Context: an optimization exercise on an open-source flow, tuned for small area, a short achievable clock period and few clock cycles per item. The choices shown serve that exercise and are no tape-out recipe.
Function was checked by simulation only, so behaviour that the tests miss may differ from the original.
Power figures rest on the tool's default switching activity, not on a simulated workload.

== job 5969 ==
## modular_exponentiation_core
module modular_exponentiation_core
(
	input logic clk,
	input logic arst_n,
	input logic cfg_valid,
	output logic cfg_ready,
	input logic [mexp_pkg::FIELD_W-1:0] cfg_modulus,
	input logic req_valid,
	output logic req_ready,
	input logic [mexp_pkg::FIELD_W-1:0] req_message,
	input logic [mexp_pkg::FIELD_W-1:0] req_exponent,
	output logic rsp_valid,
	input logic rsp_ready,
	output logic [mexp_pkg::FIELD_W-1:0] rsp_power_mod
);
make LEC_CHECK=0 CAP_MARGIN=20 CORE_MARGIN=2 CORE_UTILIZATION=40 SETUP_SLACK_MARGIN=4.0 SLEW_MARGIN=20 finish   # period 8.0 ns
run.sh (not shown) runs the stock make flow with config.mk's settings and CLKGATE_MAP_FILE= SYNTH_SCRIPT=/design/flow/synth_recipe.tcl, a recipe that flattens the netlist after the stock synthesis.
Testbench counts of job 5969, summed over its fixed seeds: cycles 288,092, items 192.
### job 5969 -> job 4625
Settings: ABC_AREA: unset -> 1.
==> comparison <==
Required time at the endpoint of the critical path: job 4625 vs job 5969 up 40 ps. Setup slack in job 4625 is 45 ps higher than in job 5969. Changes observed in job 4625 relative to job 5969: cell-internal power has decreased, count of standard-cell rows has increased, combinational cell fraction of total power has decreased, count of clock-buffer cells in the layout has decreased. The first-pass GRT wire length of job 4625 exceeds that of job 5969 by 11%. Note that the via count normalized by instance count recorded for job 5969 amounts to 1.07 times the value seen in job 4625. Detail-routed net length per standard cell shrinks by more than 10% when moving from job 5969 to job 4625. Compared with job 5969, job 4625 shows a lower number of non-clock buffers in the layout.
The following lists how job 5021 was set up differently from job 4625:
Settings: removing ABC_AREA (formerly 1); changing SETUP_SLACK_MARGIN from 4.0 to 3.5.
### Flow results
- [job 5021] final standard cell utilization of the core fell 0.45 points relative to job 4625
- Lower area growth from synthesis to final layout among job 5021 and job 4625: job 5021
- Power, job 5021 vs job 4625: down by a little under 10%
- Per-cell routed wire length is higher on job 5021
- The number of global-route vias before repair in job 5021 sits 1,771 below the value recorded for job 4625.
- Note that the via count recorded for job 4625 amounts to 1.16 times the value seen in job 5021.

---

Another version of the RTL of modular_exponentiation_core (not shown whole).
Size in the first run: roughly 220 flip-flops, about 15000 sq um of cells after synthesis.
clock: 8.0 ns
lec_check: 0
cap_margin: 10
core_margin: 2
core_utilization: 40
place_density: 0.75
setup_slack_margin: 4.2
slew_margin: 10
Testbench counts at the start, summed over its fixed seeds: cycles 288,092, items 192.
Change:
- CAP_MARGIN: 10 -> 20
- PLACE_DENSITY: 0.75 -> not set
- SETUP_SLACK_MARGIN: 4.2 -> 4.0
- SLEW_MARGIN: 10 -> 20
Outcome:
- The changed run ran to the end with no violations
- clock-buffer cell count is unchanged
- wire length came out higher by 0.73%
- power climbs by 2.9%
- setup slack gets worse by 170 ps
- design area grows by 0.88%
- worst hold slack loses 10 ps
- area after synthesis is unchanged
Change:
- CORE_UTILIZATION: 40 -> 55
- SETUP_SLACK_MARGIN: 4.0 -> 4.2
Critical path depth is unchanged.
Die area shrinks by 27%.
Count of clock-buffer cells in the layout falls by 4.
Clock power fell by about 5%.
Global-route usage is higher by 6.4 points.
Routed wire length falls by about 2%.
Synthesized cell count stays the same.
Sequential power is about the same.
Final area drops by 0.31%.
Sequential share of layout area rose by 0.12 points.
Fmax rose by about 5%.
Change:
- CORE_UTILIZATION: 55 -> 40
- PLACE_DENSITY: not set -> 0.75
- SETUP_SLACK_MARGIN: 4.2 -> 4.3
Register-to-register slack is worse by 80 ps.
Via count increases by 1.6%.
Utilization came out lower by 18 points.
Worst hold slack improves by 8.8 ps.
Non-clock buffer count grows by 1.
Synthesized area stays the same.
Worst setup slack got worse by 83 ps.
Wire length rose by about 4%.

---

v6:
modular_exponentiation_core again, from the RTL that the note above started with.
Settings: LEC_CHECK=0, CAP_MARGIN=20, CORE_MARGIN=2, CORE_UTILIZATION=40, SETUP_SLACK_MARGIN=4.4, SLEW_MARGIN=20; clock period 8.0 ns.
Testbench counts of v6, summed over its fixed seeds: cycles 288,092, items 192.
Here is what was changed in the inputs of v7 compared with v6.
# v6
export LEC_CHECK = 0
export CAP_MARGIN = 20
export CORE_MARGIN = 2
export CORE_UTILIZATION = 40
export SETUP_SLACK_MARGIN = 4.4
export SLEW_MARGIN = 20
create_clock -name core_clock -period 8.0 [get_ports {clk}]
# v7
export LEC_CHECK = 0
export CAP_MARGIN = 20
export CORE_MARGIN = 2
export CORE_UTILIZATION = 40
export SETUP_SLACK_MARGIN = 3.8
export SLEW_MARGIN = 20
create_clock -name core_clock -period 8.0 [get_ports {clk}]
Findings:
The worst vdd rail ir drop in v7 sits 16% below the value recorded for v6.
Changes observed in v7 relative to v6: final wirelength shrank by about 7%, time the final worst path needs with I/O delays and setup grew by 0.21 ns, sequential share of layout area grew by 1.2 points.

==> re-timing with driven ports <==
Ports are ideal in the flow. The routed layouts listed here were re-timed in OpenROAD. Step 1, drivers: a clkbuf_16 drives clk and a buf_2 each remaining input, both assumed. Step 2 also shifts input and output timing later by t, the mid clock arrival at the registers, as if the neighbouring blocks saw the same clock. a / b / c = no drivers / after step 1 / after step 2; a / b = the first two.
| run | shift t [ns] | setup slack, ns | worst setup path at the end | slew at the worst register clock pin (ns) |
|---|---|---|---|---|
| job 5969 | 0.593 | 4.165 / 4.165 / 4.165 | register to register | 0.06 / 0.06 |
| job 4625 | 0.603 | 4.211 / 4.211 / 4.211 | register to register | 0.07 / 0.07 |
| job 5021 | 0.589 | 3.753 / 3.753 / 3.753 | register to register | 0.06 / 0.06 |
| the first run of note 2 | 0.571 | 4.253 / 4.253 / 4.253 | register to register | 0.06 / 0.06 |
| the second run of note 2 | 0.605 | 4.084 / 4.084 / 4.084 | register to register | 0.06 / 0.06 |
| the third run of note 2 | 0.585 | 4.268 / 4.268 / 4.268 | register to register | 0.06 / 0.06 |
| the fourth run of note 2 | 0.565 | 4.185 / 4.185 / 4.185 | register to register | 0.06 / 0.06 |
| v6 | 0.588 | 4.182 / 4.182 / 4.182 | register to register | 0.06 / 0.06 |
| v7 | 0.605 | 3.972 / 3.972 / 3.972 | register to register | 0.06 / 0.06 |
After both steps every run listed still meets setup and hold.
